This design comes from an exercise in tuning for small area on the open sky130 flow, not from production work.
In this exercise RTL edits were held to simulation tests only and were not proved equivalent to the original.

==> inputs of run Z <==
==> flow/design.v <==
module data_memory #(
  parameter int DATA_WIDTH = 32,
  parameter int ADDR_BITS  = 6
) (
  input  logic                  clk,
  input  logic                  rst_n,
  input  logic                  write_enable,
  input  logic [31:0]           address,
  input  logic [DATA_WIDTH-1:0] write_data,
  output logic [DATA_WIDTH-1:0] read_data
);
  localparam int DEPTH = 2 ** ADDR_BITS;
  logic [DATA_WIDTH-1:0] mem [DEPTH];
  logic [DEPTH-1:0]      valid;
  logic [ADDR_BITS-1:0]  index;
  localparam int HALF = DATA_WIDTH / 2;
  assign index = address[ADDR_BITS-1:0];
  logic [7:0] hi_sel, lo_sel, we_hi;
  for (genvar k = 0; k < 8; k++) begin : g_pre
    assign hi_sel[k] = (index[5:3] == 3'(k));
    assign lo_sel[k] = (index[2:0] == 3'(k));
  end
  assign we_hi = hi_sel & {8{write_enable}};
  logic [DEPTH-1:0] wsel [2];
  logic [DEPTH-1:0] rsel [2];
  for (genvar h = 0; h < 2; h++) begin : g_half
    for (genvar i = 0; i < DEPTH; i++) begin : g_word
      dm_sel u_sel (
        .we_hi(we_hi[i / 8]), .hi(hi_sel[i / 8]), .lo(lo_sel[i % 8]),
        .valid(valid[i]), .wsel(wsel[h][i]), .rsel(rsel[h][i])
      );
    end
  end
  always_ff @(posedge clk) begin
    for (int i = 0; i < DEPTH; i++) begin
      if (wsel[0][i]) mem[i][HALF-1:0] <= write_data[HALF-1:0];
      if (wsel[1][i]) mem[i][DATA_WIDTH-1:HALF] <= write_data[DATA_WIDTH-1:HALF];
    end
  end
  always_ff @(posedge clk or negedge rst_n) begin
    if (!rst_n) begin
      valid <= '0;
    end else begin
      for (int i = 0; i < DEPTH; i++) begin
        if (wsel[0][i]) valid[i] <= 1'b1;
      end
    end
  end
  localparam int GROUPS = (DEPTH + 2) / 3;
  logic [DATA_WIDTH-1:0] grp_n [GROUPS];
  logic [DATA_WIDTH-1:0] part [6];
  logic [DATA_WIDTH-1:0] half_n [2];
  for (genvar b = 0; b < DATA_WIDTH; b++) begin : g_bit
    for (genvar g = 0; g < GROUPS; g++) begin : g_grp
      if (3 * g + 2 < DEPTH) begin : g_full
        dm_aoi222 u_aoi (
          .a1(mem[3*g][b]),   .a2(rsel[b / HALF][3*g]),
          .b1(mem[3*g+1][b]), .b2(rsel[b / HALF][3*g+1]),
          .c1(mem[3*g+2][b]), .c2(rsel[b / HALF][3*g+2]),
          .y (grp_n[g][b])
        );
      end else begin : g_last
        assign grp_n[g][b] = ~(mem[3*g][b] & rsel[b / HALF][3*g]);
      end
    end
    for (genvar q = 0; q < 5; q++) begin : g_or4
      dm_nand4 u_nand (
        .a(grp_n[4*q][b]), .b(grp_n[4*q+1][b]),
        .c(grp_n[4*q+2][b]), .d(grp_n[4*q+3][b]), .y(part[q][b])
      );
    end
    assign part[5][b] = ~(grp_n[20][b] & grp_n[21][b]);
    dm_nor4 u_nor_a (.a(part[0][b]), .b(part[1][b]), .c(part[2][b]), .d(part[3][b]), .y(half_n[0][b]));
    assign half_n[1][b] = ~(part[4][b] | part[5][b]);
    assign read_data[b] = ~(half_n[0][b] & half_n[1][b]);
  end
endmodule
module dm_aoi222 (
  input  logic a1, a2, b1, b2, c1, c2,
  output logic y
);
  assign y = ~((a1 & a2) | (b1 & b2) | (c1 & c2));
endmodule
module dm_nand4 (
  input  logic a, b, c, d,
  output logic y
);
  assign y = ~(a & b & c & d);
endmodule
module dm_nor4 (
  input  logic a, b, c, d,
  output logic y
);
  assign y = ~(a | b | c | d);
endmodule
module dm_sel (
  input  logic we_hi, hi, lo, valid,
  output logic wsel, rsel
);
  assign wsel = we_hi & lo;
  assign rsel = hi & lo & valid;
endmodule
==> flow/run.sh <==
#!/bin/bash
# synth_recipe.tcl (not shown) runs the flow's synth.tcl, then flattens the netlist and writes it again
# the make line also repeats each setting of config.mk as NAME=value (left out here)
make -C /OpenROAD-flow-scripts/flow DESIGN_CONFIG=/design/flow/config.mk WORK_HOME=/design/flow/orfs CLKGATE_MAP_FILE= SYNTH_SCRIPT=/design/flow/synth_recipe.tcl finish
==> flow/config.mk <==
export PLATFORM = sky130hd
export DESIGN_NAME = data_memory
export DESIGN_NICKNAME = data_memory
export VERILOG_FILES = /design/flow/design.v
export SDC_FILE = /design/flow/constraint.sdc
export NUM_CORES = 4
export LEC_CHECK = 0
export CAP_MARGIN = 0
export CORE_MARGIN = 2
export CORE_UTILIZATION = 65
export CTS_BUF_LIST = sky130_fd_sc_hd__clkbuf_16
export CTS_CLUSTER_DIAMETER = 80
export CTS_CLUSTER_SIZE = 30
export PLACE_DENSITY = 0.75
export SETUP_SLACK_MARGIN = 0.1
export SLEW_MARGIN = 0
export SYNTH_HIERARCHICAL = 1
export SYNTH_MINIMUM_KEEP_SIZE = 0
==> flow/constraint.sdc <==
create_clock -name core_clock -period 8.0 [get_ports {clk}]
set_input_delay 1.6000 -clock core_clock [delete_from_list [all_inputs] [get_ports {clk}]]
set_output_delay 1.6000 -clock core_clock [all_outputs]
set_load 0.01 [all_outputs]
==> run G (differences from run Z) <==
==> flow/design.v, changed modules only <==
module data_memory #(
  parameter int DATA_WIDTH = 32,
  parameter int ADDR_BITS  = 6
) (
  input  logic                  clk,
  input  logic                  rst_n,
  input  logic                  write_enable,
  input  logic [31:0]           address,
  input  logic [DATA_WIDTH-1:0] write_data,
  output logic [DATA_WIDTH-1:0] read_data
);
  localparam int DEPTH = 2 ** ADDR_BITS;
  logic [DATA_WIDTH-1:0] mem [DEPTH];
  logic [ADDR_BITS-1:0]  index;
  assign index = address[ADDR_BITS-1:0];
  always_ff @(posedge clk or negedge rst_n) begin
    if (!rst_n) begin
      for (int i = 0; i < DEPTH; i++) begin
        mem[i] <= '0;
      end
    end else if (write_enable) begin
      mem[index] <= write_data;
    end
  end
  assign read_data = mem[index];
endmodule
// module dm_aoi222 removed
// module dm_nand4 removed
// module dm_nor4 removed
// module dm_sel removed
- CAP_MARGIN: 0 -> 20
- CORE_UTILIZATION: 65 -> 40
- CTS_BUF_LIST: sky130_fd_sc_hd__clkbuf_16 -> not set
- CTS_CLUSTER_DIAMETER: 80 -> not set
- CTS_CLUSTER_SIZE: 30 -> not set
- PLACE_DENSITY: 0.75 -> not set
- SETUP_SLACK_MARGIN: 0.1 -> 0.2
- SLEW_MARGIN: 0 -> 20
- SYNTH_HIERARCHICAL: 1 -> not set
- SYNTH_MINIMUM_KEEP_SIZE: 0 -> not set
==> run Y (differences from run Z) <==
==> flow/design.v, changed modules only <==
module data_memory #(
  parameter int DATA_WIDTH = 32,
  parameter int ADDR_BITS  = 6
) (
  input  logic                  clk,
  input  logic                  rst_n,
  input  logic                  write_enable,
  input  logic [31:0]           address,
  input  logic [DATA_WIDTH-1:0] write_data,
  output logic [DATA_WIDTH-1:0] read_data
);
  localparam int DEPTH = 2 ** ADDR_BITS;
  logic [DATA_WIDTH-1:0] mem [DEPTH];
  logic [DEPTH-1:0]      valid;
  logic [ADDR_BITS-1:0]  index;
  logic [DEPTH-1:0]      word_sel;
  logic [DEPTH-1:0]      read_sel;
  assign index = address[ADDR_BITS-1:0];
  always_comb begin
    for (int i = 0; i < DEPTH; i++) begin
      word_sel[i] = (index == ADDR_BITS'(i));
    end
  end
  always_ff @(posedge clk) begin
    for (int i = 0; i < DEPTH; i++) begin
      if (write_enable && word_sel[i]) begin
        mem[i] <= write_data;
      end
    end
  end
  always_ff @(posedge clk or negedge rst_n) begin
    if (!rst_n) begin
      valid <= '0;
    end else begin
      for (int i = 0; i < DEPTH; i++) begin
        if (write_enable && word_sel[i]) begin
          valid[i] <= 1'b1;
        end
      end
    end
  end
  assign read_sel = word_sel & valid;
  always_comb begin
    read_data = '0;
    for (int i = 0; i < DEPTH; i++) begin
      read_data = read_data | (mem[i] & {DATA_WIDTH{read_sel[i]}});
    end
  end
endmodule
// module dm_aoi222 removed
// module dm_nand4 removed
// module dm_nor4 removed
// module dm_sel removed
- CAP_MARGIN: 0 -> 20
- CORE_UTILIZATION: 65 -> 40
- CTS_BUF_LIST: sky130_fd_sc_hd__clkbuf_16 -> not set
- CTS_CLUSTER_DIAMETER: 80 -> not set
- CTS_CLUSTER_SIZE: 30 -> not set
- PLACE_DENSITY: 0.75 -> not set
- SETUP_SLACK_MARGIN: 0.1 -> 0.2
- SLEW_MARGIN: 0 -> 20
- SYNTH_HIERARCHICAL: 1 -> not set
- SYNTH_MINIMUM_KEEP_SIZE: 0 -> not set
==> impl_metrics.yaml <==
run_status:
  outcome: "no timing/DRC/antenna violations"
clock_tree:
  path_clk_slew_ps: 100
  numCtsBuffers: 80
cells_and_area:
  nClkBuffers: 81
worst_setup_path:
  crit_fanout: 16
synthesis:
  yosys-top-cells-area: "edfxtp_1 83%, a222oi_1 9.1%, dfrtp_1 2.2%"
# the run above: run Z

==> impl_metrics.yaml <==
run_status:
  outcome: "no timing/DRC/antenna violations"
cells_and_area:
  nonClockInverterCount: 0
  nClkBuffers: 272
timing:
  timing.final.hold_violations: 0
worst_setup_path:
  crit_fanout: 13
placed_design:
  dp.cells: 6485
synthesis:
  yosys-top-cells-area: "edfxtp_1 81%, a22o_1 4.5%, a221oi_1 4.2%"
clock_tree:
  path_clk_slew_ps: 60
# the run above: run Y

==> impl_metrics.yaml <==
clock_tree:
  numCtsBuffers: 214
  path_clk_slew_ps: 60
synthesis:
  yosys-top-cells-area: "dfrtp_1 57%, mux2_2 25%, a22oi_1 7.0%"
run_status:
  outcome: "no timing/DRC/antenna violations"
cells_and_area:
  nClkBuffers: 339
worst_setup_path:
  crit_fanout: 18
  path_depth: 11
# the run above: run G

## separate check: timing with driven ports
How much do the figures lean on ideal ports? The routed layouts below were timed once more, with nothing changed but the port constraints.
Step 1: set_driving_cell puts a clkbuf_16 on clk and a buf_2 on each other input, an assumption about the parent block.
Step 2 moves the port delays by t, midway between the first and last clock arrival at a register: inputs arrive t later, outputs are due t later. That takes back most of the time a late clock gives input paths.
a / b / c = ideal ports / drivers / drivers and shift; a / b = the first two.
run	shift t [ns]	slack for setup (ns)	hold WS [ns]	latest minus earliest clock arrival (ns)	worst register clock-pin slew, ns
run Z	0.785	0.454 / 0.407 / 0.407	0.496 / 0.496 / 0.496	0.031 / 0.032	0.12 / 0.12
run G	0.978	0.280 / 0.254 / 0.254	0.480 / 0.480 / 0.480	0.057 / 0.057	0.07 / 0.07
run Y	0.941	0.335 / 0.287 / 0.287	0.458 / 0.458 / 0.458	0.044 / 0.044	0.07 / 0.07
After both steps setup and hold are still met in every run listed. The setup slack of run Y, which loses most, moves by -0.048 ns with the drivers and by -0.048 ns with both steps.
